Source: an optimization exercise on an open RTL-to-GDS flow (aim: small area, a short achievable clock period and few clock cycles per item). Production flows keep margins and buffers that such runs may drop. Function was checked by simulation only, so behaviour that the tests miss may differ from the original.

Setup of wip/garnet:
## pow_stream
module pow_stream #(
  parameter int DATA_W = 32,
  parameter int EXP_W  = 3,
  parameter int ID_W   = 1
) (
  input  logic              clk,
  input  logic              aresetn,
  input  logic              s_tvalid,
  output logic              s_tready,
  input  logic [DATA_W-1:0] s_tdata,
  input  logic [EXP_W-1:0]  s_texp,
  input  logic [ID_W-1:0]   s_tid,
  input  logic              s_tlast,
  output logic              m_tvalid,
  input  logic              m_tready,
  output logic [DATA_W-1:0] m_tdata,
  output logic [ID_W-1:0]   m_tid,
  output logic              m_tlast,
  output logic              m_tovf
);
clock: 9.5 ns
lec_check: 0
cap_margin: 20
core_margin: 2
core_utilization: 50
cts_cluster_diameter: 100
cts_cluster_size: 20
place_density: 0.7
setup_slack_margin: 5
slew_margin: 20
synth_hierarchical: 1
synth_minimum_keep_size: 0
run.sh (not shown) runs the stock make flow with config.mk's settings and CLKGATE_MAP_FILE= SYNTH_SCRIPT=/design/flow/synth_recipe.tcl, a recipe that flattens the netlist after the stock synthesis.
Testbench counts of wip/garnet, summed over its fixed seeds: cycles 8,064, items 8,000.
Input changes introduced in wip/juniper (baseline for comparison: wip/garnet):
Settings: SLEW_MARGIN changed from 20 to 5; CORE_UTILIZATION changed from 50 to 40; CAP_MARGIN changed from 20 to 5; PLACE_DENSITY removed (was 0.7).
## What came out
- When the final numbers for wip/juniper and wip/garnet were put side by side, the global-route usage turned out to be smaller in wip/juniper.
- Higher fraction of met2 tracks used by global routing goes to wip/garnet over wip/juniper.
- wip/juniper vs. wip/garnet: final cell count without fillers now larger.
Setup changes, wip/juniper to wip/fjord
Settings: CAP_MARGIN changed from 5 to 20; SLEW_MARGIN changed from 5 to 20.
--- outcome ---
Comparing wip/juniper with wip/fjord, the placed standard-cell area came out essentially unchanged. Setup slack in wip/fjord is larger than in wip/juniper. Going from wip/juniper to wip/fjord, the number of cell instances on the worst register-to-register path was found to have gone up by 1. wip/juniper and wip/fjord ended up with nearly the same sequential share of layout area.
--- input diff wip/fjord..wip/zinc ---
Settings: swapping 5 for 0 in SETUP_SLACK_MARGIN.
--- outcome ---
NOTE wire length wip/fjord->wip/zinc decreased slightly
wip/zinc gives less clock buffer instance count of the final layout than wip/fjord did.
Sequential cell count: wip/fjord vs wip/zinc identical
As far as total placed instance area is concerned, wip/zinc and wip/fjord perform about the same.
Changes observed in wip/zinc relative to wip/fjord: via count fell 0.85%; initial antenna violation count fell 1; headroom to the max-slew limit rose 0.30 points; via count of the first global-routing pass fell 99.
Area: wip/zinc vs wip/fjord -> wip/zinc smaller

* * *

== job 2698 ==
pow_stream again, from the RTL that the note above started with.
Settings: LEC_CHECK=0, CAP_MARGIN=5, CORE_MARGIN=2, CORE_UTILIZATION=40, CTS_CLUSTER_DIAMETER=80, CTS_CLUSTER_SIZE=16, PLACE_DENSITY=0.6, SETUP_SLACK_MARGIN=5, SLEW_MARGIN=5, SYNTH_HIERARCHICAL=1, SYNTH_MINIMUM_KEEP_SIZE=0; clock period 9.5 ns.
Testbench counts of job 2698, summed over its fixed seeds: cycles 8,064, items 8,000.
--- input diff job 2698..job 3611 ---
# job 2698
export LEC_CHECK = 0
export CAP_MARGIN = 5
export CORE_MARGIN = 2
export CORE_UTILIZATION = 40
export CTS_CLUSTER_DIAMETER = 80
export CTS_CLUSTER_SIZE = 16
export PLACE_DENSITY = 0.6
export SETUP_SLACK_MARGIN = 5
export SLEW_MARGIN = 5
export SYNTH_HIERARCHICAL = 1
export SYNTH_MINIMUM_KEEP_SIZE = 0
create_clock -name core_clock -period 9.5 [get_ports {clk}]
# job 3611
export LEC_CHECK = 0
export CAP_MARGIN = 20
export CORE_MARGIN = 2
export CORE_UTILIZATION = 40
export CTS_CLUSTER_DIAMETER = 80
export CTS_CLUSTER_SIZE = 28
export SETUP_SLACK_MARGIN = 5
export SLEW_MARGIN = 20
export SYNTH_HIERARCHICAL = 1
export SYNTH_MINIMUM_KEEP_SIZE = 0
create_clock -name core_clock -period 9.5 [get_ports {clk}]
### Flow results
- The final reports for job 3611 and job 2698 show shortest period the worst path allows higher in the former.
- Job 2698 -> job 3611: first-pass GRT wire length flat
- Going from job 2698 to job 3611, length of the first detailed-routing pass in iterations shrank by 2, final design instance area without fill ~0 delta.
- Distinct cell type count after synthesis: job 3611 vs job 2698 identical
Modified inputs, job 7203 compared to job 3611
# job 3611
export LEC_CHECK = 0
export CAP_MARGIN = 20
export CORE_MARGIN = 2
export CORE_UTILIZATION = 40
export CTS_CLUSTER_DIAMETER = 80
export CTS_CLUSTER_SIZE = 28
export SETUP_SLACK_MARGIN = 5
export SLEW_MARGIN = 20
export SYNTH_HIERARCHICAL = 1
export SYNTH_MINIMUM_KEEP_SIZE = 0
create_clock -name core_clock -period 9.5 [get_ports {clk}]
# job 7203
export LEC_CHECK = 0
export CAP_MARGIN = 5
export CORE_MARGIN = 2
export CORE_UTILIZATION = 40
export CTS_CLUSTER_DIAMETER = 100
export CTS_CLUSTER_SIZE = 20
export PLACE_DENSITY = 0.75
export SETUP_SLACK_MARGIN = 5
export SLEW_MARGIN = 5
export SYNTH_HIERARCHICAL = 1
export SYNTH_MINIMUM_KEEP_SIZE = 0
create_clock -name core_clock -period 9.5 [get_ports {clk}]
==> comparison <==
Diff job 3611 -> job 7203 | proportion of cell area occupied by multi-input gates | increase of 0.46 points. Sequential standard cell area delta (job 3611 -> job 7203): insignificant. Looking at worst hold-check slack across both flows, job 7203 is the stronger of the two, with job 3611 trailing. Comparing global-route total usage across every layer for job 3611 and job 7203, the bigger number came from job 3611.

* * *

job 3016:
pow_stream, a different RTL version from the one above (not shown whole).
Size in the first run: about 5,200 cells after synthesis, ~250 flip-flops, ~78 I/O pins, ~0.051 mm2 of cells after synthesis.
==> flow/design.v (excerpt) <==
module pow_stream #(
  parameter int DATA_W = 32,
  parameter int EXP_W  = 3,
  parameter int ID_W   = 1
) (
  input  logic              clk,
  input  logic              aresetn,
  input  logic              s_tvalid,
  output logic              s_tready,
  input  logic [DATA_W-1:0] s_tdata,
  input  logic [EXP_W-1:0]  s_texp,
  input  logic [ID_W-1:0]   s_tid,
  input  logic              s_tlast,
  output logic              m_tvalid,
  input  logic              m_tready,
  output logic [DATA_W-1:0] m_tdata,
  output logic [ID_W-1:0]   m_tid,
  output logic              m_tlast,
  output logic              m_tovf
);
==> flow/config.mk <==
export PLATFORM = sky130hd
export DESIGN_NAME = pow_stream
export DESIGN_NICKNAME = pow_stream
export VERILOG_FILES = /design/flow/design.v
export SDC_FILE = /design/flow/constraint.sdc
export NUM_CORES = 4
export LEC_CHECK = 0
export CAP_MARGIN = 20
export CORE_MARGIN = 2
export CORE_UTILIZATION = 40
export SLEW_MARGIN = 20
==> flow/constraint.sdc <==
create_clock -name core_clock -period 9.5 [get_ports {clk}]
set_input_delay 1.9000 -clock core_clock [delete_from_list [all_inputs] [get_ports {clk}]]
set_output_delay 1.9000 -clock core_clock [all_outputs]
set_load 0.01 [all_outputs]
Testbench counts of job 3016, summed over its fixed seeds: cycles 8,040, items 8,000.
Input changes introduced in job 1177 (baseline for comparison: job 3016):
--- a/flow/config.mk
+++ b/flow/config.mk
@@ -10,0 +11 @@
+export SETUP_SLACK_MARGIN = 3
## What came out
[compare] base=job 3016 new=job 1177: first-pass GRT wire length climbed 2.5%; worst setup slack +0.77 ns.
Input changes introduced in job 5870 (baseline for comparison: job 1177):
--- a/flow/config.mk
+++ b/flow/config.mk
@@ -11 +11 @@
-export SETUP_SLACK_MARGIN = 3
+export SETUP_SLACK_MARGIN = 5
### Flow results
Diff job 1177 -> job 5870: register-to-register slack up 0.09 ns; total via count after detailed routing up 1,710; average wire per cell in the routed design up about 3.3%.

* * *

Another version of the RTL of pow_stream (not shown whole).
Size in the first run: roughly 3700 cells after synthesis, ~520 flip-flops, about 78 I/O pins, about 51000 um2 of cells after synthesis.
==> flow/config.mk <==
export PLATFORM = sky130hd
export DESIGN_NAME = pow_stream
export DESIGN_NICKNAME = pow_stream
export VERILOG_FILES = /design/flow/design.v
export SDC_FILE = /design/flow/constraint.sdc
export NUM_CORES = 4
export LEC_CHECK = 0
export CAP_MARGIN = 20
export CORE_MARGIN = 2
export CORE_UTILIZATION = 40
export SETUP_SLACK_MARGIN = 5
export SLEW_MARGIN = 20
export SYNTH_HIERARCHICAL = 1
export SYNTH_MINIMUM_KEEP_SIZE = 0
==> flow/constraint.sdc <==
create_clock -name core_clock -period 9.5 [get_ports {clk}]
set_input_delay 1.9000 -clock core_clock [delete_from_list [all_inputs] [get_ports {clk}]]
set_output_delay 1.9000 -clock core_clock [all_outputs]
set_load 0.01 [all_outputs]
Testbench counts at the start, summed over its fixed seeds: cycles 8,064, items 8,000.
==> next run, changes <==
CTS_BUF_LIST = sky130_fd_sc_hd__clkbuf_8 sky130_fd_sc_hd__clkbuf_4   (was unset)
The changed run passed the timing, DRC and antenna checks.
Count of clock-buffer cells in the layout increases by 53.
Non-clock buffer count rises by 3.
Sequential cell count stays the same.
Setup slack got worse by 48 ps.
Synthesized area stays the same.
Global-route usage grows by 0.12 points.
Via count grows by 0.34%.
Routed wire length went up by 0.55%.
Sequential share of layout area barely changes.

* * *

== maple ==
RTL: one of the versions met above, not the one the previous note started from.
Size in the first run: ~3600 cells after synthesis, roughly 51000 sq um of cells after synthesis.
Settings: LEC_CHECK=0, CAP_MARGIN=20, CORE_MARGIN=2, CORE_UTILIZATION=40, CTS_CLUSTER_DIAMETER=100, CTS_CLUSTER_SIZE=20, GPL_ROUTABILITY_DRIVEN=0, SETUP_SLACK_MARGIN=5, SLEW_MARGIN=20, SYNTH_HIERARCHICAL=1, SYNTH_MINIMUM_KEEP_SIZE=0; clock period 9.5 ns.
Testbench counts of maple, summed over its fixed seeds: cycles 8,064, items 8,000.
Input-level comparison between cedar and maple:
Settings: removing CTS_CLUSTER_DIAMETER (formerly 100); removing GPL_ROUTABILITY_DRIVEN (formerly 0); removing CTS_CLUSTER_SIZE (formerly 20).
Compared to maple, the router laid down more metal wire for cedar.
Wire length of the first global-routing pass ended up about 0.7% higher on cedar than on maple.
| design area | cedar vs maple | about 1.9% higher |
Between maple and cedar, the met1 demand-to-capacity share in global routing figures differ only marginally.
Modified inputs, raven compared to cedar
Settings: TNS_END_PERCENT: unset -> 5; CTS_CLUSTER_DIAMETER: unset -> 100; CTS_CLUSTER_SIZE: unset -> 20.
==> comparison <==
Any difference in first-pass GRT wire length between raven and cedar is small enough to ignore. The run showing the greater clock period minus final worst setup slack is raven. Diff raven and cedar: clock skew higher in raven. The global routing usage on met2 on cedar is in line with that on raven. NOTE count of clock-buffer cells in the layout cedar->raven decreased by more than a quarter. raven ended with more multi-input gate share of total cell area than cedar. cedar → raven: routed wire length comparable; area occupied by registers comparable; setup slack now smaller.

[what the ideal ports hide]
Ports are ideal in the flow. The routed layouts listed here were re-timed in OpenROAD. Step 1 (the two cells are an assumption about what drives the block):
set clk [get_ports {clk}]
set_driving_cell -lib_cell sky130_fd_sc_hd__clkbuf_16 $clk
set_driving_cell -lib_cell sky130_fd_sc_hd__buf_2 [delete_from_list [all_inputs] $clk]
Step 2 adds t to the input delays and takes it off the output delays; t is the mean of the earliest and latest rising clock arrival at the registers after step 1. Input paths then give back, and output paths get back, about the clock's delay inside the block. a / b / c = ideal / step 1 / step 2; a / b = the first two.
run | shift t [ns] | slack for setup (ns) | clock arrival spread, ns
wip/garnet | 0.664 | 5.044 / 5.044 / 4.630 | 0.030 / 0.030
wip/juniper | 0.684 | 5.060 / 5.038 / 4.662 | 0.041 / 0.041
wip/fjord | 0.681 | 5.070 / 5.048 / 4.598 | 0.041 / 0.041
wip/zinc | 0.671 | 4.041 / 4.013 / 3.782 | 0.044 / 0.043
job 2698 | 0.710 | 5.076 / 5.076 / 4.779 | 0.034 / 0.034
job 3611 | 0.685 | 5.059 / 5.056 / 4.588 | 0.060 / 0.060
job 7203 | 0.648 | 5.020 / 5.020 / 4.968 | 0.030 / 0.030
job 3016 | 0.644 | 2.369 / 2.369 / 2.369 | 0.032 / 0.032
job 1177 | 0.636 | 3.144 / 3.144 / 3.144 | 0.030 / 0.030
job 5870 | 0.690 | 3.236 / 3.236 / 3.236 | 0.047 / 0.047
the first run of note 4 | 0.699 | 5.013 / 4.999 / 4.632 | 0.033 / 0.032
the second run of note 4 | 0.862 | 4.966 / 4.966 / 4.520 | 0.059 / 0.058
maple | 0.681 | 5.070 / 5.048 / 4.598 | 0.041 / 0.041
cedar | 0.726 | 5.061 / 5.038 / 4.556 | 0.036 / 0.037
raven | 0.686 | 4.909 / 4.888 / 4.538 | 0.045 / 0.045
After both steps setup and hold are still met in every run listed. The setup slack of cedar, which loses most, moves by -0.023 ns with the drivers and by -0.505 ns with both steps.
